This design comes from an exercise in tuning for small area on the open sky130 flow, not from production work.
The RTL was checked by simulation tests, not by an equivalence proof against the original design.
Power is estimated from default activity; no workload was simulated.

==> flow/run.sh <==
#!/bin/bash
# synth_recipe.tcl (not shown) runs the flow's synth.tcl, then flattens the netlist and writes it again
# the make line also repeats each setting of config.mk as NAME=value (left out here)
make -C /OpenROAD-flow-scripts/flow DESIGN_CONFIG=/design/flow/config.mk WORK_HOME=/design/flow/orfs CLKGATE_MAP_FILE= SYNTH_SCRIPT=/design/flow/synth_recipe.tcl finish
==> flow/config.mk <==
export PLATFORM = sky130hd
export DESIGN_NAME = data_mem_responder
export DESIGN_NICKNAME = data_mem_responder
export VERILOG_FILES = /design/flow/design.v
export SDC_FILE = /design/flow/constraint.sdc
export NUM_CORES = 4
export LEC_CHECK = 0
export CAP_MARGIN = 20
export CORE_MARGIN = 2
export CORE_UTILIZATION = 30
export SLEW_MARGIN = 20
==> flow/constraint.sdc <==
create_clock -name core_clock -period 6.5 [get_ports {clk}]
set_input_delay 1.3000 -clock core_clock [delete_from_list [all_inputs] [get_ports {clk}]]
set_output_delay 1.3000 -clock core_clock [all_outputs]
set_load 0.01 [all_outputs]
==> flow/design.v <==
package mips_pkg;
  localparam logic [1:0] S_IDLE = 2'd0;
  localparam logic [1:0] S_WAIT = 2'd1;
  localparam logic [1:0] S_RESP = 2'd2;
  localparam int WORD_W = 32;
endpackage
module wait_counter (
  input  logic       clk,
  input  logic       rst_n,
  input  logic       load,
  input  logic [3:0] load_val,
  input  logic       en,
  output logic       done
);
  logic [3:0] cnt_q;
  logic [3:0] cnt_d;
  assign done = (cnt_q == 4'd0);
  always_comb begin
    cnt_d = cnt_q;
    if (load) begin
      cnt_d = load_val;
    end else if (en && !done) begin
      cnt_d = cnt_q - 4'd1;
    end
  end
  always_ff @(posedge clk or negedge rst_n) begin
    if (!rst_n) begin
      cnt_q <= 4'd0;
    end else begin
      cnt_q <= cnt_d;
    end
  end
endmodule
module data_mem_responder #(
  parameter int DEPTH       = 64,
  parameter int WAIT_STATES = 2
) (
  input  logic              clk,
  input  logic              reset,
  input  logic              req,
  input  logic              MemWrite,
  input  logic [mips_pkg::WORD_W-1:0] A,
  input  logic [mips_pkg::WORD_W-1:0] WD,
  output logic [mips_pkg::WORD_W-1:0] RD,
  output logic              ready,
  output logic              addr_err
);
  localparam int IDX_W    = $clog2(DEPTH);
  localparam int W        = mips_pkg::WORD_W;
  localparam int PORT_GAP = 4;
  logic [1:0]       ph_q;
  logic [IDX_W-1:0] rot_q;
  logic [IDX_W-1:0] idx_q;
  logic             mis_q, we_q, pend_q;
  logic [W-1:0]     wd_q;
  logic [W-1:0]     rd_q;
  logic [DEPTH-1:0] vld_q;
  logic [W-1:0]     mem_q [DEPTH];
  logic             idle, acc;
  logic [IDX_W-1:0] pos;
  logic [W-1:0]     rdata;
  logic             unused;
  assign unused = ^{A[W-1:IDX_W+2]} ^ WAIT_STATES[0];
  assign idle = (ph_q == 2'd0);
  assign acc  = idle & req;
  assign pos  = idx_q + rot_q;
  always_ff @(posedge clk or negedge reset) begin
    if (!reset) begin
      ph_q   <= 2'd0;
      rot_q  <= '0;
      pend_q <= 1'b0;
    end else begin
      if (acc || !idle) ph_q <= ph_q + 2'd1;
      rot_q <= rot_q + 1'b1;
      if (acc)
        pend_q <= MemWrite & (A[1:0] == 2'b00);
      else if (pos[1:0] == 2'(PORT_GAP - 1))
        pend_q <= 1'b0;
    end
  end
  always_ff @(posedge clk) begin
    if (idle) begin
      idx_q <= A[IDX_W+1:2];
      mis_q <= (A[1:0] != 2'b00);
      we_q  <= MemWrite;
      wd_q  <= WD;
    end
  end
  always_ff @(posedge clk or negedge reset) begin
    if (!reset) begin
      vld_q <= '0;
    end else begin
      for (int p = 0; p < DEPTH; p++) begin
        if (p % PORT_GAP == 0)
          vld_q[p] <= vld_q[(p + DEPTH - 1) % DEPTH] |
                      (pend_q && pos == IDX_W'((p + DEPTH - 1) % DEPTH));
        else
          vld_q[p] <= vld_q[(p + DEPTH - 1) % DEPTH];
      end
    end
  end
  always_ff @(posedge clk) begin
    for (int p = 0; p < DEPTH; p++) begin
      if (p % PORT_GAP == 0 && pend_q && pos == IDX_W'((p + DEPTH - 1) % DEPTH))
        mem_q[p] <= wd_q;
      else
        mem_q[p] <= mem_q[(p + DEPTH - 1) % DEPTH];
    end
  end
  always_comb begin
    rdata = '0;
    for (int p = 0; p < DEPTH; p++)
      if (vld_q[p] && pos == IDX_W'(p)) rdata = rdata | mem_q[p];
  end
  always_ff @(posedge clk or negedge reset) begin
    if (!reset) begin
      rd_q <= '0;
    end else if (ph_q == 2'd2) begin
      rd_q <= mis_q ? '0 : (we_q ? wd_q : rdata);
    end
  end
  assign RD       = rd_q;
  assign ready    = (ph_q == 2'd3);
  assign addr_err = ready & mis_q;
endmodule
==> summary.txt, run 1 <==
outcome=timing/DRC/antenna clean; Slew Limit Fails=0; DP Worst Slack=1220 ps; Vias=58000; die width=478 um; Die Y=478 um; Hold Path Class=flip-flop to flip-flop; gpl congestion=1.09; Worst R2R Start=rot_q[0]; post-detail-place hpwl=259 mm; maximum vdd drop=0.257 mV; vias in the first global route=52900; total gr overflow=0; Power, Total=33.8 mW; Async S/R FF share, synth=4.79%; Req. time, crit path=7320 ps; number of routed nets with antenna violations=0; number of flops mapped to enable cells by yosys=40; dpl cell area=74000 um2; initial antenna violation count=82; crit end category=flip-flop; RSZ-0062 raised after global routing=no; Die ar.=228000 um2; core area=223000 um2; most frequent cells in the layout=dfxtp_1 (2048), mux2_2 (435), a22oi_1 (360); DRT iter0 DRCs=11500; fin crit period=5760 ps; fin crit share=88.6%; Int Power=23.0 mW; Post-Syn Instances=5470; Layout area overhead=21.2%; sequential-to-total area share from yosys stat=66.5%; dpl cells=8453; htree depth=4; Sink Count=2193; drt first pass iters=10; starting density of the core=30.3%; setup bufs post-CTS=0; CTS Buffer Depth=3; CP startpoint=rot_q[0]; global-route wire length before repair=509 mm; # setup viols final=0; Final Instance Area=81700 um2; clock latency (worst-skew pair)=950 ps; Top-Level Pins=102; Comb pwr share=16.6%; Clk pwr share=39.1%; Worst Path Max Fanout=11; hold_buf cts=0; sequential share of power=44.3%; post-route setup slack=743 ps; final wirelength=394 mm; # DRC=0; FP Rows=173; Clock Skew=77.9 ps; Worst-Margin Slew=1370 ps; fin cells=8951; Fill cells=21500; WL/cell=44.1 um; Yosys cell types=80; hold slack=299 ps; hold path startpoint=mem_q[38][14]; kind of critical path=flip-flop to flip-flop; TritonCTS buffer count=213; Resized cells post-CTS=0; Net Sw Frac=31.9%; commonest non-fill, non-tap cell in the layout=dfxtp_1; final core utilization=36.7%; Slew headroom=8.08%; Cell Pwr Density=413 nW/um2; Post-Syn Area=67400 um2; worst path arrival time=6580 ps; Most used DFF post-synth=dfxtp_1; leakage dissipation=31.1 nW; Total Routing Usage GR=33.3%; max-cap viol count=0; FF+latch area=44800 um2; startpoint type of the worst setup path=flip-flop; Max Fclk=174 MHz; Final Hold Vio Count=0; Nets=5771; CTS root buf=clkbuf_16; largest net degree at the start of global routing=81; Avg Vias per Cell=6.48; Yosys warning total=2; multi-input logic area=21700 um2; Net Sw Power=10.8 mW; Yosys reg bits=2193; share of layout cells above drive strength 1=21.9%; setup TNS=0 ps; Net Count, Synth=5548; clk slew on worst S/H paths=60 ps; I/O Buffers=77; syn_area_per_cell=12.3 um2; CTS tree=built
[synth_stat cells, drive strengths merged, types with 38 or more instances]
master  instances  area, um2
and3          114        723
a21oi         183        927
nand3         168        846
a31oi          66        413
dfxtp        2048      41000
mux2          435       4900
buf           134        697
nor4           46        313
nor3           76        380
dfrtp         105       2630
a222oi         73        731
o21ai         160        805
nor2           91        342
nand4          96        601
nand2         289       1080
clkbuf        271       1020
edfxtp         40       1200
a32oi          63        552
a221o          38        380
a221oi        126       1120
a22o          111        972
a22oi         360       2700
[per-layer routing]
layer  vias to the layer above  wire length [um]  track usage [%]
met2                      6071            153000             44.2
met1                     28900            143000             40.9
li1                      21200                 -                -
met3                      1824             61500             15.8
met5                         -               540             1.26
met4                        48             36900             25.7
[flip-flops by register name, indices dropped and copies added, names as in the netlist]
| signal | cells |
|---|---|
| mem_q | 2048 |
| vld_q | 64 |
| rd_q | 32 |
| wd_q | 32 |
| idx_q | 6 |
| rot_q | 6 |
| ph_q | 2 |
| mis_q | 1 |
| pend_q | 1 |
| we_q | 1 |
[power by group through the flow]
stage | Combinational, mW | Sequential, mW | Clock, mW
finish | 5.60 | 15.0 | 13.2
global route | 5.40 | 15.0 | 13.7
CTS | 5.21 | 14.9 | 13.1
detailed placement | 5.19 | 15.2 | 0
global placement | 5.20 | 15.2 | 0
floorplan | 2.32 | 14.8 | 0
[area by class of cell]
| cell class | count | share of cell area, % |
|---|---|---|
| inverter | 15 | 0.0689 |
| tap | 2975 | 4.56 |
| clock inverter | 74 | 1.24 |
| sequential | 2193 | 54.9 |
| antenna | 94 | 0.288 |
| clock buffer | 330 | 7.90 |
| timing repair buffer | 413 | 4.50 |
| multi-input combinational | 2857 | 26.6 |
[cell families after synthesis]
| logic type | count (synthesis) | synth area share, % |
|---|---|---|
| compound gates | 1411 | 15.6 |
| flops | 2193 | 66.5 |
| simple gates | 982 | 7.45 |
| mux | 437 | 7.32 |
| fa+ha+maj | 10 | 0.197 |
| xor+xnor | 17 | 0.288 |
| buf+inv | 420 | 2.63 |
[worst paths after layout]
path | slack, ps | end | cells past startpoint
max in group asynchronous | 4830 | rd_q[15] | 2
min | 300 | mem_q[39][14] | 0
min reg2reg | 300 | mem_q[39][14] | 0
max | 740 | rd_q[15] | 14
min in group asynchronous | 510 | rd_q[24] | 1
max reg2reg | 740 | rd_q[15] | 14
[worst max-delay path: stages (launching register included)]
cell and delay, ps:
dfrtp_1 400, ha_1 250, inv_1 80, fa_1 770, nand2b_1 580, nor2_1 840, nand4_1 430, nor3_2 900
buf_4 460, buf_4 330, a22o_1 170, a221oi_1 50, nand4_1 140, nor4_1 70, a31oi_1 170
==> run 2, diff against run 1 <==
--- a/flow/design.v
+++ b/flow/design.v
@@ -32,2 +32,14 @@
   end
+endmodule
+module dmr_aoi222 (
+  input  logic a0, b0, a1, b1, a2, b2,
+  output logic y
+);
+  assign y = ~((a0 & b0) | (a1 & b1) | (a2 & b2));
+endmodule
+module dmr_aoi22 (
+  input  logic a0, b0, a1, b1,
+  output logic y
+);
+  assign y = ~((a0 & b0) | (a1 & b1));
 endmodule
@@ -109,6 +121,28 @@
   end
+  logic [DEPTH-1:0] rsel;
+  logic             wsel, hold;
+  assign hold = (ph_q != 2'd2);
   always_comb begin
-    rdata = '0;
     for (int p = 0; p < DEPTH; p++)
-      if (vld_q[p] && pos == IDX_W'(p)) rdata = rdata | mem_q[p];
+      rsel[p] = vld_q[p] && pos == IDX_W'(p) && !mis_q && !we_q && !hold;
+  end
+  assign wsel = we_q & ~mis_q & ~hold;
+  localparam int NG = DEPTH / 3;
+  for (genvar b = 0; b < W; b++) begin : g_rd
+    logic [NG:0] t;
+    for (genvar g = 0; g < NG; g++) begin : g_grp
+      dmr_aoi222 u_aoi (
+        .a0(rsel[3*g]),   .b0(mem_q[3*g][b]),
+        .a1(rsel[3*g+1]), .b1(mem_q[3*g+1][b]),
+        .a2(rsel[3*g+2]), .b2(mem_q[3*g+2][b]),
+        .y (t[g])
+      );
+    end
+    dmr_aoi222 u_last (
+      .a0(rsel[DEPTH-1]), .b0(mem_q[DEPTH-1][b]),
+      .a1(wsel),          .b1(wd_q[b]),
+      .a2(hold),          .b2(rd_q[b]),
+      .y (t[NG])
+    );
+    assign rdata[b] = ~&t;
   end
@@ -117,4 +151,4 @@
       rd_q <= '0;
-    end else if (ph_q == 2'd2) begin
-      rd_q <= mis_q ? '0 : (we_q ? wd_q : rdata);
+    end else begin
+      rd_q <= rdata;
     end
--- a/flow/config.mk
+++ b/flow/config.mk
@@ -9,3 +9,8 @@
 export CORE_MARGIN = 2
-export CORE_UTILIZATION = 30
+export CORE_UTILIZATION = 50
+export CTS_BUF_LIST = sky130_fd_sc_hd__clkbuf_16
+export CTS_CLUSTER_DIAMETER = 50
+export CTS_CLUSTER_SIZE = 30
+export PLACE_DENSITY = 0.6
 export SLEW_MARGIN = 20
+export SYNTH_HIERARCHICAL = 1
==> run 2 against run 1 <==
Largest power group unchanged. Area after synthesis fell by 9.1%. Wire length fell by 49%. Flip-flop and latch count did not move. Critical path type unchanged. Setup slack improved by 820 ps. Register-to-register slack improved by 820 ps. Critical path depth fell by 3. Via count fell by 33%. Final cell count fell by 34%. Sequential share of layout area rose by 9.5 points. Clock power fell by 23%. Sequential power barely moved.
==> summary.txt, run 2 <==
outcome=timing/DRC/antenna clean; clk slew on worst S/H paths=90 ps (+30 ps); TritonCTS buffer count=146 (-31%); Req. time, crit path=7110 ps (-210 ps); Layout area overhead=13.7%; Slew headroom=19.1% (+11 points); RSZ-0062 raised after global routing=no; htree depth=4 (unchanged); top-count cell post-synth=dfxtp_1; Worst-Margin Slew=1210 ps (-162 ps); Top-Level Pins=102 (unchanged); Final Hold Vio Count=0 (unchanged); setup bufs post-CTS=0 (unchanged); share of layout cells above drive strength 1=22.1% (+0.14 points); largest cells by area after synthesis=dfxtp_1 (67%), a222oi_1 (12%), mux2_2 (8.8%); Worst Path Max Fanout=18 (+7); startpoint type of the worst setup path=flip-flop; initial antenna violation count=4 (-95%); hold_buf cts=0 (unchanged); fin cells=5884 (-34%); Biggest register=mem_q; Post-Syn Area=61300 um2 (-9.1%); share of the synthesized area in the top cell type=66.9% (+6.1 points); post-detail-place hpwl=116 mm (-55%); number of flops mapped to enable cells by yosys=40 (unchanged); Yosys reg bits=2193 (unchanged); starting density of the core=50.3% (+20 points); dpl cell area=64300 um2 (-13%); FF+latch area=44800 um2 (unchanged); worst path arrival time=5540 ps (-1040 ps); crit end category=flip-flop; Die Y=354 um (-26%); gpl congestion=0.826 (-24%); DRT iter0 DRCs=6972 (-39%); Post-Syn Instances=3919 (-28%); Slew Limit Fails=0 (unchanged); Max Fclk=202 MHz (+17%); Cell Pwr Density=380 nW/um2 (-8.1%); Fill cells=9737 (-55%); Avg Vias per Cell=6.58 (+1.6%); # setup viols final=0 (unchanged); clock latency (worst-skew pair)=780 ps (-170 ps); Most used DFF post-synth=dfxtp_1; Final Instance Area=69700 um2 (-15%); Die ar.=125000 um2 (-45%); max-cap viol count=0 (unchanged); Nets=4216 (-27%); sequential-to-total area share from yosys stat=73.2% (+6.7 points); setup TNS=0 ps (unchanged); kind of critical path=flip-flop to flip-flop; global-route wire length before repair=280 mm (-45%); commonest non-fill, non-tap cell in the layout=dfxtp_1; Vias=38700 (-33%); Clock Skew=34.4 ps (-43.5 ps); largest area contributor in the netlist=dfxtp_1; total gr overflow=0 (unchanged); CTS Buffer Depth=3 (unchanged); hold slack=323 ps (+24.3 ps); core area=122000 um2 (-45%); I/O Buffers=77 (unchanged); WL/cell=34.2 um (-22%); fin crit share=76.0% (-13 points); maximum vdd drop=0.281 mV (+9.5%); vias in the first global route=37400 (-29%); largest net degree at the start of global routing=83 (+2.5%); commonest cells in the netlist=dfxtp_1 (2048), a222oi_1 (704), mux2_2 (478), nand4_1 (161), dfrtp_1 (105); Regs by FF count=mem_q x2048, vld_q x64; drt first pass iters=10 (unchanged); Hold Path Class=flip-flop to flip-flop; final wirelength=201 mm (-49%); FP Rows=128 (-26%); Sink Count=2193 (unchanged); Net Count, Synth=3997 (-28%); CTS tree=built; Async S/R FF share, synth=4.79% (unchanged); Yosys warning total=9 (+7); die width=354 um (-26%); leakage dissipation=26.5 nW (-15%); multi-input logic area=16000 um2 (-26%); Largest register FFs=2048 (unchanged); CTS root buf=clkbuf_16; syn_area_per_cell=15.6 um2 (+27%); most frequent cells in the layout=dfxtp_1 (2048), a222oi_1 (704), mux2_2 (478); Total Routing Usage GR=31.3% (-2.0 points); Yosys cell types=51 (-36%); number of routed nets with antenna violations=0 (unchanged); dpl cells=5615 (-34%); # DRC=0 (unchanged); fin crit period=4940 ps (-818 ps); Resized cells post-CTS=0 (unchanged)
run 2: changes by cell type in the layout (fill, tap and decap cells not counted), moves of 162 or more:
cell      before  now
a21oi_1      172    5
a222oi_1      73  704
a22oi_1      360    0
buf_4        305   84
nand2_1      269    4
nand3_1      167    5
run 2: logic make-up after synthesis:
group | after synthesis | share of synthesized area (%)
DFF | 2193 | 73.2
AOI/OAI and AO/OA | 747 | 12.1
muxes | 513 | 9.43
and+or+nand+nor | 351 | 3.88
buffers and inverters | 97 | 1.08
adders and majority gates | 10 | 0.216
xor gates and xnor gates | 8 | 0.127
run 2: layout make-up:
class | count | area share (%)
Sequential cell | 2193 | 64.4
Multi-Input combinational cell | 1629 | 23.0
Clock buffer | 155 | 5.57
Tap cell | 1625 | 2.92
Timing Repair Buffer | 164 | 2.10
Clock inverter | 113 | 2.06
Inverter | 4 | 0.0216
Antenna cell | 1 | 0.00359
run 2: path summary, 6_finish.rpt:
| path | from | slack, ps | cells past startpoint | endpoint |
|---|---|---|---|---|
| setup / recovery | rot_q[3] | 1560 | 11 | rd_q[18] |
| hold / removal | mem_q[45][17] | 320 | 0 | mem_q[46][17] |
| setup reg to reg | rot_q[3] | 1560 | 11 | rd_q[18] |
| hold reg to reg | mem_q[45][17] | 320 | 0 | mem_q[46][17] |
| max in group asynchronous | reset | 4740 | 2 | rd_q[21] |
| min in group asynchronous | reset | 650 | 1 | ph_q[0] |
run 2: power by group:
group	switching [mW]	internal, mW
sequential	0.746	14.2
clock	5.14	5.07
combinational	0.764	0.567
total	6.65	19.8
run 2: metrics by stage:
| step | total power [mW] | utilization [%] | setup slack, ps |
|---|---|---|---|
| final | 26.5 | 57.2 | 1560 |
| after global routing | 27.2 | 57.2 | 1350 |
| after CTS | 26.5 | 57.2 | 1700 |
| after detailed placement | 16.5 | 52.9 | 1710 |
| after global placement | 16.5 | 52.9 | 1770 |
| after floorplan | 15.6 | - | 2990 |
run 2: worst max-delay path, cell delays in order (launching register included):
cell and delay, ps:
dfrtp_1 420, ha_1 410, a21o_2 270, a21oi_2 230, a21o_1 640, a21oi_1 500, and3_2 540, buf_4 380
a222oi_1 650, nand4_1 200, nor4_1 350, nand4_1 150
run 2: per-layer routing:
| metal | share of wire, % | vias to the layer above | global-route usage, % |
|---|---|---|---|
| li1 | - | 16500 | - |
| met1 | 40 | 19900 | 40.7 |
| met2 | 47 | 1936 | 51.3 |
| met3 | 8.8 | 427 | 6.21 |
| met4 | 4.2 | 2 | 12.8 |
| met5 | 0.0040 | - | 0 |
run 2: Yosys stat by module, one instance, submodules excluded:
module              area [um2]  flops+latches  cells
data_mem_responder       54200           2193   3215
dmr_aoi222                10.0              0      1
==> run 3, diff against run 2 <==
==> flow/flow/run.sh (new file) <==
#!/bin/bash
# The standard layout, with two changes: the clock tree is built without
# dummy loads, and the ports are buffered with a small buffer.
set -euo pipefail
cd "$(dirname "$0")/.."
bash standard.sh \
  "CTS_ARGS=-sink_clustering_enable -repair_clock_nets -buf_list sky130_fd_sc_hd__clkbuf_8 -sink_clustering_size 15 -sink_clustering_max_diameter 40 -dont_use_dummy_load" \
  "BUFFER_PORTS_ARGS=-buffer_cell sky130_fd_sc_hd__buf_2" \
  finish > standard.log 2>&1
==> flow/standard.sh (new file) <==
#!/bin/bash
# synth_recipe.tcl (not shown) runs the flow's synth.tcl, then flattens the netlist and writes it again
# the make line also repeats each setting of config.mk as NAME=value (left out here)
make -C /OpenROAD-flow-scripts/flow DESIGN_CONFIG=/design/flow/config.mk WORK_HOME=/design/flow/orfs CLKGATE_MAP_FILE= SYNTH_SCRIPT=/design/flow/synth_recipe.tcl "${@:-finish}"
--- a/flow/config.mk
+++ b/flow/config.mk
@@ -10,5 +10,5 @@
 export CORE_UTILIZATION = 50
-export CTS_BUF_LIST = sky130_fd_sc_hd__clkbuf_16
-export CTS_CLUSTER_DIAMETER = 50
-export CTS_CLUSTER_SIZE = 30
+export CTS_BUF_LIST = sky130_fd_sc_hd__clkbuf_8
+export CTS_CLUSTER_DIAMETER = 40
+export CTS_CLUSTER_SIZE = 15
 export PLACE_DENSITY = 0.6
removed: flow/run.sh
==> run 3 against run 2 <==
Sequential share of layout area is 2.6 points higher. Area after synthesis stayed put. Flip-flop and latch count stayed put. Critical endpoint unchanged. Non-clock buffer count is 20 higher. Clock skew is 41 ps higher. Count of clock-buffer cells in the layout is 51 higher. Die area stayed put.
==> summary.txt, run 3 <==
number of routed nets with antenna violations=0 (unchanged); Worst Path Max Fanout=17 (-1); Largest register FFs=2048 (unchanged); Power, Total=23.1 mW (-13%); Total Routing Usage GR=30.6% (-0.69 points); CTS Buffer Depth=3 (unchanged); Regs by FF count=mem_q x2048, vld_q x64; commonest non-fill, non-tap cell in the layout=dfxtp_1; vias in the first global route=37700 (+0.97%); crit end category=flip-flop; number of flops mapped to enable cells by yosys=40 (unchanged); largest area contributor in the netlist=dfxtp_1; dpl cells=5635 (+0.36%); core area=122000 um2 (unchanged); gpl congestion=0.834 (+0.93%); routed length on met3=16.5 mm (-7.0%); fin crit share=75.3% (-0.73 points); kind of critical path=flip-flop to flip-flop; RSZ-0062 raised after global routing=no; setup TNS=0 ps (unchanged); Nets=4296 (+1.9%); Layout area overhead=9.20%; Post-Syn Area=61300 um2 (unchanged); Net Count, Synth=3997 (unchanged); hold_buf cts=0 (unchanged); global-route wire length before repair=275 mm (-1.7%); top layer in use=met4; Top-Level Pins=102 (unchanged); CTS tree=built; Die ar.=125000 um2 (unchanged); drt first pass iters=13 (+3); Clock Skew=75.8 ps (+41.4 ps); Async S/R FF share, synth=4.79% (unchanged); Post-Syn Instances=3919 (unchanged); Resized cells post-CTS=0 (unchanged); max-cap viol count=0 (unchanged); TritonCTS buffer count=206 (+41%); initial antenna violation count=7 (+3); maximum vdd drop=0.285 mV (+1.3%); fin crit period=4890 ps (-47.7 ps); Worst-Margin Slew=1190 ps (-18.2 ps); # setup viols final=0 (unchanged); clock latency (worst-skew pair)=920 ps (+140 ps); most frequent cells in the layout=dfxtp_1 (2048), a222oi_1 (704), mux2_2 (478); hold slack=301 ps (-21.9 ps); Yosys reg bits=2193 (unchanged); CTS root buf=clkbuf_8; I/O Buffers=77 (unchanged); share of the synthesized area in the top cell type=66.9% (unchanged); # DRC=0 (unchanged); Cell Pwr Density=346 nW/um2 (-9.0%); Most used DFF post-synth=dfxtp_1; Die Y=354 um (unchanged); post-detail-place hpwl=120 mm (+3.6%); Yosys warning total=9 (unchanged); leakage dissipation=25.6 nW (-3.5%); largest cells by area after synthesis=dfxtp_1 (67%), a222oi_1 (12%), mux2_2 (8.8%); top-count cell post-synth=dfxtp_1; clk slew on worst S/H paths=90 ps (about the same); WL/cell=33.6 um (-1.7%); startpoint type of the worst setup path=flip-flop; Vias=38500 (-0.56%); met1 WL=78.1 mm (-2.8%); Hold Path Class=flip-flop to flip-flop; setup bufs post-CTS=0 (unchanged); final wirelength=197 mm (-2.3%); htree depth=4 (unchanged); Worst R2R Setup Slack=1610 ps (+50 ps); die width=354 um (unchanged); FP Rows=128 (unchanged); DRT iter0 DRCs=6960 (-0.17%); Final Hold Vio Count=0 (unchanged); Avg Vias per Cell=6.59 (+0.12%); starting density of the core=50.3% (unchanged); largest net degree at the start of global routing=60 (-28%); sequential-to-total area share from yosys stat=73.2% (unchanged); Biggest register=mem_q; Max Fclk=204 MHz (+0.97%); commonest cells in the netlist=dfxtp_1 (2048), a222oi_1 (704), mux2_2 (478), nand4_1 (161), dfrtp_1 (105); worst path arrival time=5620 ps (+80 ps); Met2 Routed Length=92.6 mm (-2.4%); syn_area_per_cell=15.6 um2 (unchanged); outcome=timing/DRC/antenna clean; share of layout cells above drive strength 1=23.4% (+1.3 points); final core utilization=55.0% (-2.3 points); Yosys cell types=51 (unchanged); fin cells=5844 (-0.68%); Slew Limit Fails=0 (unchanged); Sink Count=2193 (unchanged); total gr overflow=0 (unchanged); Slew headroom=20.3% (+1.2 points); Req. time, crit path=7230 ps (+120 ps)
-- run 3: cell counts after synthesis --
Identical to the previous run, type by type.
-- run 3: layout make-up --
cell class	instances	area (um2)
Fill cell	9951	54800
Clock buffer	206	2840
Inverter	4	15.0
Tap cell	1625	2030
Multi-Input combinational cell	1629	15900
Antenna cell	3	7.51
Sequential cell	2193	44800
Timing Repair Buffer	184	1250
-- run 3: per-layer routing --
metal / GRT usage [%] / vias up
met2: 50.1 / 1949
met5: 0 / -
met1: 39.2 / 19600
li1: - / 16400
met3: 5.90 / 506
met4: 14.4 / 0
-- run 3: where the power goes --
| part | leakage [nW] | switching [mW] | internal (mW) | total, mW |
|---|---|---|---|---|
| Clock | 1.48 | 4.21 | 2.81 | 7.02 |
| Sequential | 18.3 | 0.723 | 14.2 | 14.9 |
| Combinational | 5.82 | 0.764 | 0.458 | 1.22 |
-- run 3: final timing paths --
kind / start / to / cells after the start
max: rot_q[3] / rd_q[18] / 11
min: mem_q[25][13] / mem_q[26][13] / 0
max reg2reg: rot_q[3] / rd_q[18] / 11
min reg2reg: mem_q[25][13] / mem_q[26][13] / 0
max in group asynchronous: reset / rd_q[30] / 2
min in group asynchronous: reset / vld_q[60] / 1
-- run 3: cell families after synthesis --
family,Yosys count,share of synthesized area [%]
DFF,2193,73.2
adders and majority gates,10,0.216
buffers and inverters,97,1.08
AOI/OAI and AO/OA,747,12.1
muxes,513,9.43
xor gates and xnor gates,8,0.127
and+or+nand+nor,351,3.88
-- run 3: stage by stage --
step	setup WS [ps]	area (um2)
after floorplan	2990	61300
after global placement	1760	64000
after detailed placement	1750	64100
after CTS	1710	66900
after global routing	1270	66900
final	1610	66900
-- run 3: modules after synthesis (local to each module, per instance) --
| module | area, um2 | cells | flip-flops and latches | times used |
|---|---|---|---|---|
| dmr_aoi222 | 10.0 | 1 | 0 | 704 |
| data_mem_responder | 54200 | 3215 | 2193 | 1 |
-- run 3: worst max-delay path, cell delays in order (launching register included) --
cell	delay, ps
dfrtp_1	430
ha_1	430
a21o_2	280
a21oi_2	230
and3_1	820
nor3_2	300
and3_2	570
buf_4	410
a222oi_1	450
nand4_1	220
nor4_1	350
nand4_1	130
==> run 4, diff against run 3 <==
--- a/flow/design.v
+++ b/flow/design.v
@@ -62,2 +62,4 @@
   localparam int PORT_GAP = 4;
+  localparam int TAP_GAP  = 3;
+  localparam int NTAP     = (DEPTH + TAP_GAP - 1) / TAP_GAP;
   logic [1:0]       ph_q;
@@ -65,3 +67,3 @@
   logic [IDX_W-1:0] idx_q;
-  logic             mis_q, we_q, pend_q;
+  logic             mis_q, we_q, pend_q, cap_q;
   logic [W-1:0]     wd_q;
@@ -70,5 +72,6 @@
   logic [W-1:0]     mem_q [DEPTH];
-  logic             idle, acc;
-  logic [IDX_W-1:0] pos;
-  logic [W-1:0]     rdata;
+  logic             idle, acc, fwd, use_wd, tap_hit, rd_on, wsel;
+  logic [IDX_W-1:0] ridx, rpos, ppos;
+  logic [NTAP-1:0]  rsel;
+  logic [W-1:0]     net;
   logic             unused;
@@ -77,3 +80,6 @@
   assign acc  = idle & req;
-  assign pos  = idx_q + rot_q;
+  assign ppos = idx_q + rot_q;
+  assign ridx = idle ? A[IDX_W+1:2] : idx_q;
+  assign rpos = ridx + rot_q;
+  assign fwd  = pend_q & (A[IDX_W+1:2] == idx_q);
   always_ff @(posedge clk or negedge reset) begin
@@ -88,3 +94,3 @@
         pend_q <= MemWrite & (A[1:0] == 2'b00);
-      else if (pos[1:0] == 2'(PORT_GAP - 1))
+      else if (ppos[1:0] == 2'(PORT_GAP - 1))
         pend_q <= 1'b0;
@@ -97,3 +103,2 @@
       we_q  <= MemWrite;
-      wd_q  <= WD;
     end
@@ -107,3 +112,3 @@
           vld_q[p] <= vld_q[(p + DEPTH - 1) % DEPTH] |
-                      (pend_q && pos == IDX_W'((p + DEPTH - 1) % DEPTH));
+                      (pend_q && ppos == IDX_W'((p + DEPTH - 1) % DEPTH));
         else
@@ -115,3 +120,3 @@
     for (int p = 0; p < DEPTH; p++) begin
-      if (p % PORT_GAP == 0 && pend_q && pos == IDX_W'((p + DEPTH - 1) % DEPTH))
+      if (p % PORT_GAP == 0 && pend_q && ppos == IDX_W'((p + DEPTH - 1) % DEPTH))
         mem_q[p] <= wd_q;
@@ -121,11 +126,15 @@
   end
-  logic [DEPTH-1:0] rsel;
-  logic             wsel, hold;
-  assign hold = (ph_q != 2'd2);
+  assign use_wd = idle ? fwd : (cap_q | we_q);
+  assign rd_on  = (ph_q != 2'd3) && !(ph_q == 2'd2 && mis_q);
   always_comb begin
-    for (int p = 0; p < DEPTH; p++)
-      rsel[p] = vld_q[p] && pos == IDX_W'(p) && !mis_q && !we_q && !hold;
+    tap_hit = 1'b0;
+    for (int k = 0; k < NTAP; k++) begin
+      tap_hit = tap_hit | (rpos == IDX_W'(k * TAP_GAP));
+      rsel[k] = rd_on && !use_wd && vld_q[k * TAP_GAP] &&
+                rpos == IDX_W'(k * TAP_GAP);
+    end
   end
-  assign wsel = we_q & ~mis_q & ~hold;
-  localparam int NG = DEPTH / 3;
+  assign wsel = rd_on & use_wd;
+  localparam int NG = NTAP / 3;
+  localparam int NR = NTAP - 3 * NG;
   for (genvar b = 0; b < W; b++) begin : g_rd
@@ -134,5 +143,5 @@
       dmr_aoi222 u_aoi (
-        .a0(rsel[3*g]),   .b0(mem_q[3*g][b]),
-        .a1(rsel[3*g+1]), .b1(mem_q[3*g+1][b]),
-        .a2(rsel[3*g+2]), .b2(mem_q[3*g+2][b]),
+        .a0(rsel[3*g]),   .b0(mem_q[3*g*TAP_GAP][b]),
+        .a1(rsel[3*g+1]), .b1(mem_q[(3*g+1)*TAP_GAP][b]),
+        .a2(rsel[3*g+2]), .b2(mem_q[(3*g+2)*TAP_GAP][b]),
         .y (t[g])
@@ -140,9 +149,26 @@
     end
-    dmr_aoi222 u_last (
-      .a0(rsel[DEPTH-1]), .b0(mem_q[DEPTH-1][b]),
-      .a1(wsel),          .b1(wd_q[b]),
-      .a2(hold),          .b2(rd_q[b]),
-      .y (t[NG])
-    );
-    assign rdata[b] = ~&t;
+    if (NR == 1) begin : g_last
+      dmr_aoi22 u_last (
+        .a0(rsel[NTAP-1]), .b0(mem_q[(NTAP-1)*TAP_GAP][b]),
+        .a1(wsel),         .b1(wd_q[b]),
+        .y (t[NG])
+      );
+    end else begin : g_last
+      dmr_aoi222 u_last (
+        .a0(rsel[NTAP-2]), .b0(mem_q[(NTAP-2)*TAP_GAP][b]),
+        .a1(rsel[NTAP-1]), .b1(mem_q[(NTAP-1)*TAP_GAP][b]),
+        .a2(wsel),         .b2(wd_q[b]),
+        .y (t[NG])
+      );
+    end
+    assign net[b] = ~&t;
+  end
+  always_ff @(posedge clk) begin
+    if (idle) begin
+      wd_q  <= MemWrite ? WD : net;
+      cap_q <= fwd | tap_hit;
+    end else if (ph_q == 2'd1) begin
+      wd_q  <= net;
+      cap_q <= cap_q | tap_hit;
+    end
   end
@@ -151,4 +177,4 @@
       rd_q <= '0;
-    end else begin
-      rd_q <= rdata;
+    end else if (ph_q == 2'd2) begin
+      rd_q <= net;
     end
--- a/flow/config.mk
+++ b/flow/config.mk
@@ -7,3 +7,3 @@
 export LEC_CHECK = 0
-export CAP_MARGIN = 20
+export CAP_MARGIN = 5
 export CORE_MARGIN = 2
@@ -14,3 +14,3 @@
 export PLACE_DENSITY = 0.6
-export SLEW_MARGIN = 20
+export SLEW_MARGIN = 5
 export SYNTH_HIERARCHICAL = 1
==> run 4 against run 3 <==
Critical path type unchanged. Highest routed layer unchanged. Total power is 5.1% higher. Count of clock-buffer cells in the layout fell by 13. Clock power fell by 5.8%. Worst hold slack got worse by 31 ps. Register-to-register slack worse by 230 ps. Die area decreased by 7.9%. Fmax fell by 4.6%. Combinational power rose by 89%.
==> summary.txt, run 4 <==
outcome=timing/DRC/antenna clean; starting density of the core=50.2% (-0.11 points); post-detail-place hpwl=68.0 mm (-44%); clk slew on worst S/H paths=90 ps (about the same); Yosys cell types=44 (-14%); maximum vdd drop=0.349 mV (+23%); Yosys reg bits=2194 (+0.046%); clock latency (worst-skew pair)=860 ps (-60 ps); CTS Buffer Depth=3 (unchanged); total gr overflow=0 (unchanged); Async S/R FF share, synth=4.79% (about the same); sequential-to-total area share from yosys stat=79.5% (+6.3 points); gpl congestion=0.754 (-9.6%); syn_area_per_cell=16.1 um2 (+3.3%); Total Routing Usage GR=21.5% (-9.1 points); # DRC=0 (unchanged); Avg Vias per Cell=5.33 (-19%); Net Count, Synth=3576 (-11%); Die Y=340 um (-4.0%); number of routed nets with antenna violations=0 (unchanged); Max Fclk=195 MHz (-4.6%); Sink Count=2194 (+0.046%); Largest register FFs=2048 (unchanged); final wirelength=126 mm (-36%); Slew headroom=32.6% (+12 points); Synth Area in XOR/XNOR=0.435% (+0.31 points); RSZ-0062 raised after global routing=no; Hold Path Class=flip-flop to flip-flop; top-count cell post-synth=dfxtp_1; Worst Path Max Fanout=16 (-1); Biggest register=mem_q; commonest non-fill, non-tap cell in the layout=dfxtp_1; max-cap viol count=0 (unchanged); most frequent cells in the layout=dfxtp_1 (2054), mux2_2 (520), a222oi_1 (224); # setup viols final=0 (unchanged); drt first pass iters=9 (-4); startpoint type of the worst setup path=flip-flop; Cell Pwr Density=397 nW/um2 (+15%); Worst-Margin Slew=1010 ps (-182 ps); I/O Buffers=77 (unchanged); Compound-Gate Fraction of Synth Area=5.58% (-6.5 points); CTS tree=built; Resized cells post-CTS=0 (unchanged); Die ar.=115000 um2 (-7.9%); CTS root buf=clkbuf_8; largest area contributor in the netlist=dfxtp_1; leakage dissipation=25.0 nW (-2.4%); multiplexer area fraction after synthesis=10.4% (+1.0 points); share of layout cells above drive strength 1=24.6% (+1.2 points); grt met1 use=31.5% (-7.6 points); Slew Limit Fails=0 (unchanged); Yosys warning total=9 (unchanged); Post-Syn Area=56400 um2 (-8.0%); WL/cell=24.1 um (-28%); Synth Area in Adders=0.426% (+0.21 points); setup TNS=0 ps (unchanged); global-route wire length before repair=182 mm (-34%); largest family of logic cells by synthesized area=multiplexers; Vias=27700 (-28%); Clock Skew=77.8 ps (+1.95 ps); hold_buf cts=0 (unchanged); htree depth=4 (unchanged); largest cells by area after synthesis=dfxtp_1 (73%), mux2_2 (10%), dfrtp_1 (4.7%); met2 usage=32.1% (-18 points); Most used DFF post-synth=dfxtp_1; kind of critical path=flip-flop to flip-flop; Synth Area in Simple Gates=2.54% (-1.3 points); FP Rows=123 (-3.9%); share of the synthesized area in the top cell type=73.0% (+6.1 points); fin crit period=5130 ps (+234 ps); Nets=3790 (-12%); fin crit share=78.8% (+3.6 points); largest net degree at the start of global routing=79 (+32%); die width=340 um (-4.0%); grt peak-use layer=met2; Layout area overhead=8.55%; Regs by FF count=mem_q x2048, vld_q x64; Worst R2R Setup Slack=1370 ps (-230 ps); vias in the first global route=27500 (-27%); worst path arrival time=5820 ps (+200 ps); dpl cells=5009 (-11%); Top-Level Pins=102 (unchanged); Req. time, crit path=7190 ps (-40 ps); setup bufs post-CTS=0 (unchanged); fin cells=5205 (-11%); initial antenna violation count=4 (-3); commonest cells in the netlist=dfxtp_1 (2054), mux2_2 (520), a222oi_1 (224), nor2_1 (113), dfrtp_1 (105); core area=112000 um2 (-7.8%); DRT iter0 DRCs=2728 (-61%); GRT met3 Usage=3.98% (-1.9 points); Final Hold Vio Count=0 (unchanged); number of flops mapped to enable cells by yosys=35 (-13%); Post-Syn Instances=3490 (-11%); crit end category=flip-flop; TritonCTS buffer count=193 (-6.3%)
==> run 4: metal layers <==
metal,share of wire (%),up-vias
met5,0,-
met4,2.8,0
met3,6.2,234
li1,-,12800
met2,43,785
met1,48,14000
==> run 4: critical path, stage by stage, from the launching register on <==
cell      delay (ps)
dfrtp_1          420
inv_1            140
ha_1             250
buf_4            230
mux2_2           390
ha_1             410
nand2_1           70
o21ai_0          330
xor2_1           440
and3_1           360
and4_2           790
buf_4            430
buf_4            250
a222oi_1         100
nand4_1          130
nor2_1           100
a21oi_1          140
==> run 4: power breakdown <==
part | leakage, nW | total [mW] | internal, mW | switching, mW
Clock | 1.39 | 6.61 | 2.64 | 3.97
Combinational | 5.34 | 2.31 | 0.873 | 1.44
Sequential | 18.3 | 15.4 | 14.5 | 0.891
Total | 25.0 | 24.3 | 18.0 | 6.30
==> run 4: final cells by class <==
cell class / instances / area, um2
tap: 1500 / 1880
sequential: 2194 / 44800
antenna: 3 / 7.51
timing repair buffer: 116 / 697
fill: 9097 / 51000
clock buffer: 193 / 2660
multi-input combinational: 1191 / 11100
inverter: 8 / 30.0
==> run 4: kinds of logic (layout without fill, tap and decap cells) <==
kind of cell | after synthesis | after routing
compound gates | 344 | 344
fa+ha+maj | 18 | 18
other cells | 0 | 3
simple gates | 278 | 278
buf+inv | 105 | 317
flops | 2194 | 2194
xor+xnor | 28 | 28
mux | 523 | 523
==> run 4: metrics by stage <==
stage               util (%)  hold WS (ps)  setup slack, ps  power (mW)  cell area (um2)
CTS                     54.5           268             1390        24.5            61200
finish                  54.5           270             1370        24.3            61200
detailed placement      52.2           312              987        18.0            58500
floorplan                  -           310             1520        16.8            56400
global route            54.5           273             1060        25.3            61200
global placement        52.2           310             1050        18.0            58500
==> run 4: per-module statistics from Yosys (local to each module, per instance) <==
module	copies in the design	area, um2
data_mem_responder	1	53700
dmr_aoi22	32	12.5
dmr_aoi222	224	10.0
==> run 4: final timing paths <==
check,start,end,depth (start not counted)
max,ph_q[0],wd_q[21],16
min,mem_q[34][9],mem_q[35][9],0
max reg2reg,ph_q[0],wd_q[21],16
min reg2reg,mem_q[34][9],mem_q[35][9],0
max in group asynchronous,reset,rd_q[18],2
min in group asynchronous,reset,rd_q[23],1
==> run 5, diff against run 4 <==
--- a/flow/config.mk
+++ b/flow/config.mk
@@ -7,3 +7,3 @@
 export LEC_CHECK = 0
-export CAP_MARGIN = 5
+export CAP_MARGIN = 20
 export CORE_MARGIN = 2
@@ -14,3 +14,3 @@
 export PLACE_DENSITY = 0.6
-export SLEW_MARGIN = 5
+export SLEW_MARGIN = 20
 export SYNTH_HIERARCHICAL = 1
==> run 5 against run 4 <==
Still clean. Register-to-register slack about the same. Core utilization unchanged. Final cell count unchanged. Largest power group unchanged.
==> summary.txt, run 5 <==
die width=340 um (unchanged); most frequent cells in the layout=dfxtp_1 (2054), mux2_2 (520), a222oi_1 (224); Nets=3790 (unchanged); Yosys cell types=44 (unchanged); Die ar.=115000 um2 (unchanged); starting density of the core=50.2% (unchanged); setup TNS=0 ps (unchanged); clock latency (worst-skew pair)=860 ps (about the same); CTS root buf=clkbuf_8; RSZ-0062 raised after global routing=no; sequential-to-total area share from yosys stat=79.5% (unchanged); Int Power=18.0 mW (unchanged); Top-Level Pins=102 (unchanged); sequential share of power=63.3% (about the same); # DRC=0 (unchanged); Worst R2R Start=ph_q[0]; leakage dissipation=25.0 nW (unchanged); Hold Path Class=flip-flop to flip-flop; Slew Limit Fails=0 (unchanged); TritonCTS buffer count=193 (unchanged); Regs by FF count=mem_q x2048, vld_q x64; reg2reg path depth=16 (unchanged); clk slew on worst S/H paths=90 ps (about the same); vias in the first global route=27500 (unchanged); CTS tree=built; Power, Total=24.3 mW (unchanged); DRT iter0 DRCs=2728 (unchanged); share of the synthesized area in the top cell type=73.0% (unchanged); Net Count, Synth=3576 (unchanged); Post-Syn Area=56400 um2 (unchanged); number of flops mapped to enable cells by yosys=35 (unchanged); fin crit period=5130 ps (unchanged); number of routed nets with antenna violations=0 (unchanged); WL/cell=24.1 um (unchanged); syn_area_per_cell=16.1 um2 (unchanged); Total Routing Usage GR=21.5% (unchanged); # setup viols final=0 (unchanged); Worst-Margin Slew=1010 ps (unchanged); Clock Skew=77.8 ps (unchanged); Avg Vias per Cell=5.33 (unchanged); final core utilization=54.5% (unchanged); core area=112000 um2 (unchanged); Comb pwr share=9.5% (about the same); Resized cells post-CTS=0 (unchanged); Die Y=340 um (unchanged); commonest non-fill, non-tap cell in the layout=dfxtp_1; fin crit share=78.8% (unchanged); CP startpoint=ph_q[0]; CP endpoint=wd_q[21]; crit end category=flip-flop; Cell Pwr Density=397 nW/um2 (unchanged); hold slack=270 ps (unchanged); Net Sw Frac=25.9% (unchanged); Net Sw Power=6.30 mW (unchanged); Worst R2R Setup Slack=1370 ps (about the same); final wirelength=126 mm (unchanged); Worst Path Max Fanout=16 (unchanged); Slew headroom=32.6% (unchanged); max-cap viol count=0 (unchanged); Async S/R FF share, synth=4.79% (unchanged); Yosys warning total=9 (unchanged); gpl congestion=0.754 (unchanged); Layout area overhead=8.55% (unchanged); outcome=timing/DRC/antenna clean; kind of critical path=flip-flop to flip-flop; largest net degree at the start of global routing=79 (unchanged); Biggest register=mem_q; Yosys reg bits=2194 (unchanged); post-detail-place hpwl=68.0 mm (unchanged); worst path arrival time=5820 ps (about the same); Req. time, crit path=7190 ps (about the same); hold_buf cts=0 (unchanged); FP Rows=123 (unchanged); total gr overflow=0 (unchanged); Clk pwr share=27.2% (about the same); top-count cell post-synth=dfxtp_1; I/O Buffers=77 (unchanged); startpoint type of the worst setup path=flip-flop; Most used DFF post-synth=dfxtp_1; maximum vdd drop=0.349 mV (unchanged); share of layout cells above drive strength 1=24.6% (unchanged); largest cells by area after synthesis=dfxtp_1 (73%), mux2_2 (10%), dfrtp_1 (4.7%); Final Hold Vio Count=0 (unchanged); drt first pass iters=9 (unchanged); CTS Buffer Depth=3 (unchanged); Largest register FFs=2048 (unchanged); setup bufs post-CTS=0 (unchanged); Post-Syn Instances=3490 (unchanged); commonest cells in the netlist=dfxtp_1 (2054), mux2_2 (520), a222oi_1 (224), nor2_1 (113), dfrtp_1 (105); global-route wire length before repair=182 mm (unchanged); initial antenna violation count=4 (unchanged); Vias=27700 (unchanged); htree depth=4 (unchanged); Sink Count=2194 (unchanged); largest area contributor in the netlist=dfxtp_1; r2r endpoint=wd_q[21]; Max Fclk=195 MHz (unchanged)
## run 5: cell counts after synthesis
Identical to the previous run, type by type.
## run 5: critical path: stages, from the launching register on
cell      delay, ps
dfrtp_1         420
inv_1           140
ha_1            250
buf_4           230
mux2_2          390
ha_1            410
nand2_1          70
o21ai_0         330
xor2_1          440
and3_1          360
and4_2          790
buf_4           430
buf_4           250
a222oi_1        100
nand4_1         130
nor2_1          100
a21oi_1         140
## run 5: worst min-delay path by stage
stage                  startpoint       endpoint  slack, ps  depth (start not counted)
finish               mem_q[34][9]   mem_q[35][9]        270                          0
global placement    mem_q[20][25]  mem_q[21][25]        310                          0
CTS                  mem_q[29][9]   mem_q[30][9]        270                          0
detailed placement  mem_q[25][17]  mem_q[26][17]        310                          0
global route         mem_q[29][9]   mem_q[30][9]        270                          0
floorplan            mem_q[10][0]   mem_q[11][0]        310                          0
## run 5: power groups by stage
| stage | Clock [mW] | Sequential, mW | Combinational (mW) |
|---|---|---|---|
| final | 6.61 | 15.4 | 2.31 |
| after global placement | 0 | 15.7 | 2.29 |
| after global routing | 7.31 | 15.5 | 2.51 |
| after floorplan | 0 | 15.2 | 1.62 |
| after detailed placement | 0 | 15.7 | 2.32 |
| after CTS | 6.81 | 15.4 | 2.33 |
## run 5: kinds of logic after synthesis
group	after synthesis	synth area share (%)
adders and majority gates	18	0.426
buffers and inverters	105	1.07
muxes	523	10.4
AOI/OAI and AO/OA	344	5.58
DFF	2194	79.5
xor gates and xnor gates	28	0.435
and+or+nand+nor	278	2.54
## run 5: per-module statistics from Yosys, one instance, submodules excluded
| module | flip-flops and latches | times used |
|---|---|---|
| data_mem_responder | 2194 | 1 |
| dmr_aoi22 | 0 | 32 |
| dmr_aoi222 | 0 | 224 |
## run 5: stage by stage
stage	setup slack, ps	cell area (um2)	std cells
after CTS	1390	61200	5202
after detailed placement	987	58500	5009
after global routing	1060	61200	5204
after global placement	1050	58500	5009
after floorplan	1520	56400	3490
final	1370	61200	5205
## run 5: layout make-up
type	instances	area, um2
Antenna cell	3	7.51
Clock buffer	193	2660
Fill cell	9097	51000
Inverter	8	30.0
Multi-Input combinational cell	1191	11100
Sequential cell	2194	44800
Tap cell	1500	1880
Timing Repair Buffer	116	697
## run 5: layer usage
metal  global-route usage, %  share of wire, %  up-vias
met5                       0                 0        -
met4                    7.31               2.8        0
met3                    3.98               6.2      234
met2                    32.1                43      785
met1                    31.5                48    14000
li1                        -                 -    12800
==> run 6, diff against run 5 <==
--- a/flow/design.v
+++ b/flow/design.v
@@ -45,2 +45,14 @@
 endmodule
+module dmr_nand4 (
+  input  logic a, b, c, d,
+  output logic y
+);
+  assign y = ~(a & b & c & d);
+endmodule
+module dmr_or2 (
+  input  logic a, b,
+  output logic y
+);
+  assign y = a | b;
+endmodule
 module data_mem_responder #(
@@ -72,3 +84,3 @@
   logic [W-1:0]     mem_q [DEPTH];
-  logic             idle, acc, fwd, use_wd, tap_hit, rd_on, wsel;
+  logic             idle, acc, fwd, use_wd, tap_hit, rd_on, wsel, stsel;
   logic [IDX_W-1:0] ridx, rpos, ppos;
@@ -126,4 +138,5 @@
   end
-  assign use_wd = idle ? fwd : (cap_q | we_q);
-  assign rd_on  = (ph_q != 2'd3) && !(ph_q == 2'd2 && mis_q);
+  assign stsel  = idle & MemWrite;
+  assign use_wd = idle ? (fwd & ~MemWrite) : ((ph_q == 2'd3) | cap_q | we_q);
+  assign rd_on  = !(ph_q == 2'd2 && mis_q);
   always_comb begin
@@ -132,3 +145,3 @@
       tap_hit = tap_hit | (rpos == IDX_W'(k * TAP_GAP));
-      rsel[k] = rd_on && !use_wd && vld_q[k * TAP_GAP] &&
+      rsel[k] = rd_on && !use_wd && !stsel && vld_q[k * TAP_GAP] &&
                 rpos == IDX_W'(k * TAP_GAP);
@@ -137,11 +150,22 @@
   assign wsel = rd_on & use_wd;
-  localparam int NG = NTAP / 3;
-  localparam int NR = NTAP - 3 * NG;
+  logic [NTAP+1:0] ns;
+  logic [W-1:0]    nd [NTAP+2];
+  always_comb begin
+    for (int k = 0; k < NTAP; k++) begin
+      ns[k] = rsel[k];
+      nd[k] = mem_q[k * TAP_GAP];
+    end
+    ns[NTAP]   = wsel;
+    nd[NTAP]   = wd_q;
+    ns[NTAP+1] = stsel;
+    nd[NTAP+1] = WD;
+  end
   for (genvar b = 0; b < W; b++) begin : g_rd
-    logic [NG:0] t;
-    for (genvar g = 0; g < NG; g++) begin : g_grp
+    logic [7:0] t;
+    logic [1:0] u;
+    for (genvar g = 0; g < 8; g++) begin : g_grp
       dmr_aoi222 u_aoi (
-        .a0(rsel[3*g]),   .b0(mem_q[3*g*TAP_GAP][b]),
-        .a1(rsel[3*g+1]), .b1(mem_q[(3*g+1)*TAP_GAP][b]),
-        .a2(rsel[3*g+2]), .b2(mem_q[(3*g+2)*TAP_GAP][b]),
+        .a0(ns[3*g]),   .b0(nd[3*g][b]),
+        .a1(ns[3*g+1]), .b1(nd[3*g+1][b]),
+        .a2(ns[3*g+2]), .b2(nd[3*g+2][b]),
         .y (t[g])
@@ -149,24 +173,11 @@
     end
-    if (NR == 1) begin : g_last
-      dmr_aoi22 u_last (
-        .a0(rsel[NTAP-1]), .b0(mem_q[(NTAP-1)*TAP_GAP][b]),
-        .a1(wsel),         .b1(wd_q[b]),
-        .y (t[NG])
-      );
-    end else begin : g_last
-      dmr_aoi222 u_last (
-        .a0(rsel[NTAP-2]), .b0(mem_q[(NTAP-2)*TAP_GAP][b]),
-        .a1(rsel[NTAP-1]), .b1(mem_q[(NTAP-1)*TAP_GAP][b]),
-        .a2(wsel),         .b2(wd_q[b]),
-        .y (t[NG])
-      );
-    end
-    assign net[b] = ~&t;
+    dmr_nand4 u_n0 (.a(t[0]), .b(t[1]), .c(t[2]), .d(t[3]), .y(u[0]));
+    dmr_nand4 u_n1 (.a(t[4]), .b(t[5]), .c(t[6]), .d(t[7]), .y(u[1]));
+    dmr_or2   u_or (.a(u[0]), .b(u[1]), .y(net[b]));
   end
   always_ff @(posedge clk) begin
+    wd_q <= net;
     if (idle) begin
-      wd_q  <= MemWrite ? WD : net;
       cap_q <= fwd | tap_hit;
     end else if (ph_q == 2'd1) begin
-      wd_q  <= net;
       cap_q <= cap_q | tap_hit;
==> run 6 against run 5 <==
Worst hold slack improved by 0.75 ps. Die area fell by 0.87%. Wire length rose by 4.1%. Still clean. Fmax fell by 3.5%. Setup slack got worse by 190 ps. Sequential share of layout area barely moved. Clock skew rose by 35 ps. Total power fell by 5.2%.
==> summary.txt, run 6 <==
outcome=timing/DRC/antenna clean; DRT iter0 DRCs=2850 (+4.5%); largest net degree at the start of global routing=62 (-22%); share of the synthesized area in the top cell type=74.8% (+1.8 points); max incr delay on CP=620 ps (-170 ps); crit-path leading delay family=simple AND/OR/NAND/NOR gates; setup TNS=0 ps (unchanged); largest area contributor in the netlist=dfxtp_1; Vias=27800 (+0.17%); maximum vdd drop=0.215 mV (-38%); largest cells by area after synthesis=dfxtp_1 (75%), mux2_2 (11%), dfrtp_1 (4.7%); Post-Syn Instances=3397 (-2.7%); Req. time, crit path=7240 ps (+50 ps); post-detail-place hpwl=71.4 mm (+5.0%); Biggest register=mem_q; commonest non-fill, non-tap cell in the layout=dfxtp_1; Worst-Margin Slew=1210 ps (+198 ps); RSZ-0062 raised after global routing=no; hold_buf cts=0 (unchanged); number of routed nets with antenna violations=0 (unchanged); Net Count, Synth=3483 (-2.6%); Yosys reg bits=2194 (unchanged); I/O Buffers=77 (unchanged); Yosys cell types=50 (+14%); worst path arrival time=6050 ps (+230 ps); htree depth=4 (unchanged); Fill cells=8698 (-4.4%); FP Rows=122 (-0.81%); fin crit share=81.7% (+2.9 points); startpoint type of the worst setup path=flip-flop; Avg Vias per Cell=5.43 (+1.9%); Nets=3716 (-2.0%); setup bufs post-CTS=0 (unchanged); most frequent cells in the layout=dfxtp_1 (2086), mux2_2 (551), a222oi_1 (256); reg2reg path depth=15 (-1); gpl congestion=0.796 (+5.6%); Slew headroom=19.4% (-13 points); CTS root buf=clkbuf_8; clk slew on worst S/H paths=80 ps (about the same); sequential-to-total area share from yosys stat=79.6% (+0.13 points); CTS Buffer Depth=3 (unchanged); crit end category=flip-flop; Max Fclk=188 MHz (-3.5%); share of layout cells above drive strength 1=25.3% (+0.75 points); Worst Path Max Fanout=22 (+6); fin cells=5118 (-1.7%); final wirelength=131 mm (+4.1%); Worst R2R Start=ph_q[0]; Cell Pwr Density=379 nW/um2 (-4.5%); clock latency (worst-skew pair)=890 ps (+30 ps); Async S/R FF share, synth=4.79% (unchanged); drt first pass iters=8 (-1); commonest cells in the netlist=dfxtp_1 (2086), mux2_2 (551), a222oi_1 (256), dfrtp_1 (105), nand4_1 (64); CTS tree=built; Clock Skew=113 ps (+35.2 ps); hold path startpoint=mem_q[53][6]; # DRC=0 (unchanged); kind of critical path=flip-flop to flip-flop; vias in the first global route=29500 (+7.3%); slowest CP cell=and3_2; Die ar.=114000 um2 (-0.87%); core area=111000 um2 (-1.4%); Sink Count=2194 (unchanged); starting density of the core=50.5% (+0.24 points); # setup viols final=0 (unchanged); Regs by FF count=mem_q x2048, vld_q x64; max-cap viol count=0 (unchanged); TritonCTS buffer count=198 (+2.6%); leakage dissipation=24.8 nW (-0.59%); Slew Limit Fails=0 (unchanged); Yosys warning total=11 (+2); global-route wire length before repair=193 mm (+5.9%); Resized cells post-CTS=0 (unchanged); dpl cells=4918 (-1.8%); number of flops mapped to enable cells by yosys=3 (-91%); r2r endpoint=rd_q[14]; syn_area_per_cell=16.4 um2 (+1.8%); CP Cell Sequence=inv_1 -> ha_1 -> mux2_2 -> ha_1 -> a21oi_1 -> nand2_1 -> a31oi_1 -> xnor2_1 -> nor2_1 -> and3_2 -> buf_4 -> a222oi_1 -> nand4_1 -> or2_1 -> mux2_2; Layout area overhead=8.76%; Total Routing Usage GR=22.7% (+1.2 points); Most used DFF post-synth=dfxtp_1; initial antenna violation count=2 (-2); Final Hold Vio Count=0 (unchanged); Post-Syn Area=55900 um2 (-0.88%); Largest register FFs=2048 (unchanged); Die Y=338 um (-0.44%); worst hold path stage count=0 (unchanged); Worst R2R Setup Slack=1190 ps (-190 ps); total gr overflow=0 (unchanged); fin crit period=5310 ps (+186 ps); Top-Level Pins=102 (unchanged); WL/cell=25.6 um (+5.9%); top-count cell post-synth=dfxtp_1; Hold Path Class=flip-flop to flip-flop; hold endpoint=mem_q[54][6]; CP bufs+invs=2 (-2); final core utilization=54.9% (+0.37 points); die width=338 um (-0.44%)
==> run 6: cell types whose count changed in the layout (fill, tap and decap cells not counted), moves of 16 or more <==
cell and delta:
or2_1 +32, nor2_1 -92, a22oi_2 -32, nand2_2 +16
edfxtp_1 -32, nand2_4 -17, a21oi_1 -63, dfxtp_1 +32
a222oi_1 +32, mux2_2 +31
==> run 6: power breakdown <==
part           switching, mW  total, mW  internal [mW]
combinational           1.14       1.86          0.726
sequential             0.607       14.5           13.9
clock                   3.99       6.69           2.70
==> run 6: logic make-up after synthesis <==
family / Yosys count / synth area share [%]
xor gates and xnor gates: 31 / 0.486
AOI/OAI and AO/OA: 289 / 5.02
DFF: 2194 / 79.6
buffers and inverters: 97 / 1.03
adders and majority gates: 18 / 0.430
and+or+nand+nor: 215 / 2.26
muxes: 553 / 11.1
==> run 6: how the worst max path moves through the flow <==
stage | slack [ps] | start | endpoint | cells past startpoint
final | 1190 | ph_q[0] | rd_q[14] | 15
after global routing | 940 | ph_q[0] | rd_q[25] | 15
after CTS | 1210 | ph_q[0] | rd_q[3] | 15
after detailed placement | 860 | A[4] | rd_q[14] | 14
after global placement | 930 | A[4] | rd_q[3] | 14
after floorplan | 1320 | A[5] | rd_q[10] | 12
==> run 6: routing by layer <==
layer  vias up  global-route usage (%)  part of all wire [%]
met5         -                       0                     0
met4         0                    8.12                   2.8
met3       236                    3.86                   5.8
met2       851                    36.7                    47
met1     14200                    30.7                    45
li1      12500                       -                     -
==> run 6: Yosys stat by module, one instance, submodules excluded <==
module / cell area [um2] / copies in the design / flops+latches
data_mem_responder: 52700 / 1 / 2194
dmr_aoi222: 10.0 / 256 / 0
dmr_nand4: 6.26 / 64 / 0
dmr_or2: 6.26 / 32 / 0
==> run 6: metrics by stage <==
stage	instance area (um2)	power, mW	setup WS (ps)	hold WS, ps
finish	60800	23.0	1190	271
floorplan	55900	15.7	1320	310
CTS	60700	23.2	1210	269
detailed placement	58000	16.6	863	312
global placement	58000	16.5	931	310
global route	60700	24.0	945	272
==> run 6: area by class of cell <==
cell class | count | area (um2) | area share [%]
Sequential cell | 2194 | 44500 | 73.2
Multi-Input combinational cell | 1106 | 10900 | 17.9
Clock buffer | 198 | 2730 | 4.49
Tap cell | 1488 | 1860 | 3.06
Timing Repair Buffer | 120 | 759 | 1.25
Inverter | 10 | 37.5 | 0.0618
Antenna cell | 2 | 5.00 | 0.00824
==> run 6: worst register-to-register path: cells and delay by family, from the launching register on <==
| family | cells | cell delay (ps) |
|---|---|---|
| simple gates | 5 | 1530 |
| compound gates | 3 | 940 |
| fa+ha+maj | 2 | 790 |
| mux | 2 | 690 |
| buf+inv | 2 | 490 |
| flops | 1 | 420 |
| xor+xnor | 1 | 350 |
==> run 7, diff against run 6 <==
==> flow/flow/run.sh (replaced) <==
#!/bin/bash
# The standard layout, with two changes: the clock tree is built without
# dummy loads (one level of sink clusters, small buffers above them), and
# the ports are buffered with a small buffer.
set -euo pipefail
cd "$(dirname "$0")/.."
bash standard.sh \
  "CTS_ARGS=-sink_clustering_enable -repair_clock_nets -buf_list sky130_fd_sc_hd__clkbuf_8 -tree_buf sky130_fd_sc_hd__clkbuf_4 -sink_clustering_size 18 -sink_clustering_max_diameter 50 -sink_clustering_levels 1 -dont_use_dummy_load" \
  "BUFFER_PORTS_ARGS=-buffer_cell sky130_fd_sc_hd__buf_2" \
  finish > standard.log 2>&1
--- a/flow/config.mk
+++ b/flow/config.mk
@@ -11,4 +11,4 @@
 export CTS_BUF_LIST = sky130_fd_sc_hd__clkbuf_8
-export CTS_CLUSTER_DIAMETER = 40
-export CTS_CLUSTER_SIZE = 15
+export CTS_CLUSTER_DIAMETER = 50
+export CTS_CLUSTER_SIZE = 18
 export PLACE_DENSITY = 0.6
==> run 7 against run 6 <==
Total power decreased by 3.6%. Worst hold slack got worse by 11 ps. Combinational power about the same. Count of clock-buffer cells in the layout shrank 42. Cell area down 1.1%. Clock power decreased by 12%. Wire length decreased by 0.66%. Synthesized cell count is the same. Sequential power about the same. Flip-flop and latch count unchanged. Core utilization fell by 0.59 points. Final cell count decreased by 0.61%. Largest power group unchanged.
==> summary.txt, run 7 <==
syn_area_per_cell=16.4 um2 (unchanged); CTS Buffer Depth=3 (unchanged); gpl congestion=0.796 (unchanged); setup bufs post-CTS=0 (unchanged); Post-Syn Area=55900 um2 (unchanged); outcome=timing/DRC/antenna clean; Total Routing Usage GR=22.5% (-0.17 points); CTS root buf=clkbuf_8; largest area contributor in the netlist=dfxtp_1; final wirelength=130 mm (-0.66%); die width=338 um (unchanged); Avg Vias per Cell=5.41 (-0.39%); Sink Count=2194 (unchanged); Yosys warning total=11 (unchanged); setup TNS=0 ps (unchanged); Final Instance Area=60100 um2 (-1.1%); Worst Path Max Fanout=22 (unchanged); Req. time, crit path=7300 ps (+60 ps); Resized cells post-CTS=0 (unchanged); clock latency (worst-skew pair)=930 ps (+40 ps); Yosys cell types=50 (unchanged); Biggest register=mem_q; Fill cells=8806 (+1.2%); largest net degree at the start of global routing=62 (unchanged); commonest non-fill, non-tap cell in the layout=dfxtp_1; Most used DFF post-synth=dfxtp_1; Top-Level Pins=102 (unchanged); Vias=27500 (-1.0%); # DRC=0 (unchanged); commonest cells in the netlist=dfxtp_1 (2086), mux2_2 (551), a222oi_1 (256), dfrtp_1 (105), nand4_1 (64); CP Cell Sequence=inv_1 -> ha_1 -> mux2_2 -> ha_1 -> a21oi_1 -> nand2_1 -> a31oi_1 -> xnor2_1 -> nor2_1 -> and3_2 -> buf_4 -> a222oi_1 -> nand4_1 -> or2_1 -> mux2_2; drt first pass iters=7 (-1); top-count cell post-synth=dfxtp_1; global-route wire length before repair=191 mm (-0.72%); FF+latch area=44500 um2 (unchanged); dpl cell area=58000 um2 (unchanged); sequential-to-total area share from yosys stat=79.6% (unchanged); leakage dissipation=24.5 nW (-1.4%); crit end category=flip-flop; Layout area overhead=7.60%; Die ar.=114000 um2 (unchanged); crit-path leading delay family=simple AND/OR/NAND/NOR gates; Net Count, Synth=3483 (unchanged); most frequent cells in the layout=dfxtp_1 (2086), mux2_2 (551), a222oi_1 (256); kind of critical path=flip-flop to flip-flop; Clock Skew=110 ps (-2.99 ps); Regs by FF count=mem_q x2048, vld_q x64; core area=111000 um2 (unchanged); Final Hold Vio Count=0 (unchanged); fin crit share=81.9% (+0.18 points); max-cap viol count=0 (unchanged); starting density of the core=50.5% (unchanged); CTS tree=built; max incr delay on CP=620 ps (about the same); # setup viols final=0 (unchanged); Max Fclk=188 MHz (-0.22%); Slew headroom=22.6% (+3.2 points); FP Rows=122 (unchanged); WL/cell=25.6 um (about the same); largest cells by area after synthesis=dfxtp_1 (75%), mux2_2 (11%), dfrtp_1 (4.7%); worst path arrival time=6120 ps (+70 ps); startpoint type of the worst setup path=flip-flop; initial antenna violation count=6 (+4); share of the synthesized area in the top cell type=74.8% (unchanged); Cell Pwr Density=370 nW/um2 (-2.6%); Yosys reg bits=2194 (unchanged); Worst-Margin Slew=1160 ps (-48.7 ps); I/O Buffers=77 (unchanged); htree depth=4 (unchanged); fin crit period=5320 ps (+11.7 ps); post-detail-place hpwl=71.4 mm (unchanged); vias in the first global route=29100 (-1.6%); Hold Path Class=flip-flop to flip-flop; Post-Syn Instances=3397 (unchanged); total gr overflow=0 (unchanged); share of layout cells above drive strength 1=24.4% (-0.87 points); number of routed nets with antenna violations=0 (unchanged); hold_buf cts=0 (unchanged); DRT iter0 DRCs=2841 (-0.32%); Largest register FFs=2048 (unchanged); slowest CP cell=and3_2; clk slew on worst S/H paths=100 ps (+20 ps); Nets=3674 (-1.1%); CP bufs+invs=2 (unchanged); number of flops mapped to enable cells by yosys=3 (unchanged); maximum vdd drop=0.196 mV (-8.7%); Die Y=338 um (unchanged); multi-input logic area=10900 um2 (unchanged); TritonCTS buffer count=156 (-21%); Async S/R FF share, synth=4.79% (unchanged); Slew Limit Fails=0 (unchanged); RSZ-0062 raised after global routing=no
## run 7: cell types whose count changed in the layout (fill, tap and decap cells not counted)
cell      previous run  this run
clkbuf_8           198       140
diode_2              2        13
clkbuf_4             0        16
## run 7: metrics by stage
stage | utilization (%) | power [mW] | worst slack [ps] | hold slack, ps | std cells
3_5_place_dp | 52.4 | 16.6 | 863 | 312 | 4918
4_1_cts | 54.3 | 22.4 | 1170 | 250 | 5074
5_1_grt | 54.3 | 23.1 | 946 | 261 | 5086
2_1_floorplan | - | 15.7 | 1320 | 310 | 3397
3_3_place_gp | 52.4 | 16.5 | 931 | 310 | 4917
6_report | 54.3 | 22.2 | 1180 | 260 | 5087
## run 7: path summary, 6_finish.rpt
kind,cells after the start,startpoint,endpoint,slack (ps)
setup / recovery,15,ph_q[0],rd_q[14],1180
hold / removal,0,mem_q[52][30],mem_q[53][30],260
setup reg to reg,15,ph_q[0],rd_q[14],1180
hold reg to reg,0,mem_q[52][30],mem_q[53][30],260
max in group asynchronous,2,reset,vld_q[6],4680
min in group asynchronous,1,reset,rd_q[30],460
## run 7: layout make-up
type	count	area share, %
multi-input cells	1106	18.1
clock buffers	156	3.41
well taps	1488	3.10
repair buffers	120	1.26
flip-flops and latches	2194	74.0
diodes	13	0.0541
inverters	10	0.0625
## run 7: power by group
part | internal [mW] | leakage [nW] | total, mW | switching (mW)
combinational | 0.726 | 5.16 | 1.86 | 1.13
clock | 2.02 | 1.08 | 5.87 | 3.84
sequential | 13.9 | 18.3 | 14.5 | 0.606
total | 16.6 | 24.5 | 22.2 | 5.58
## run 7: cells by family after synthesis
logic type,count (synthesis),synth area share (%)
XOR/XNOR,31,0.486
buffers and inverters,97,1.03
flip-flops,2194,79.6
multiplexers,553,11.1
adder cells (fa/ha/maj),18,0.430
AND/OR/NAND/NOR,215,2.26
AO/OA/AOI/OAI,289,5.02
## run 7: modules after synthesis (local to each module, per instance)
module / flip-flops and latches / cells / cell area [um2]
data_mem_responder: 2194 / 3045 / 52700
dmr_aoi222: 0 / 1 / 10.0
dmr_nand4: 0 / 1 / 6.26
dmr_or2: 0 / 1 / 6.26
## run 7: worst reg2reg max path, delay by kind of cell, from the launching register on
| family | cells | cell delay, ps |
|---|---|---|
| compound gates | 3 | 980 |
| buf+inv | 2 | 480 |
| mux | 2 | 690 |
| fa+ha+maj | 2 | 790 |
| flops | 1 | 420 |
| simple gates | 5 | 1530 |
| xor+xnor | 1 | 360 |
## run 7: routing by layer
metal  global-route usage (%)  vias up  share of wire [%]
met5                        0        -              0.010
met2                     36.7      815                 47
met3                     3.87      228                5.6
li1                         -    12400                  -
met4                     7.16        2                2.8
met1                     30.6    14000                 45

Setup slack of run 7, layout unchanged: 1.177 ns with ideal ports, 1.177 ns with driving cells assumed (clock clkbuf_16, inputs buf_2), 0.802 ns with port delays also shifted by the 0.944 ns mid clock arrival.
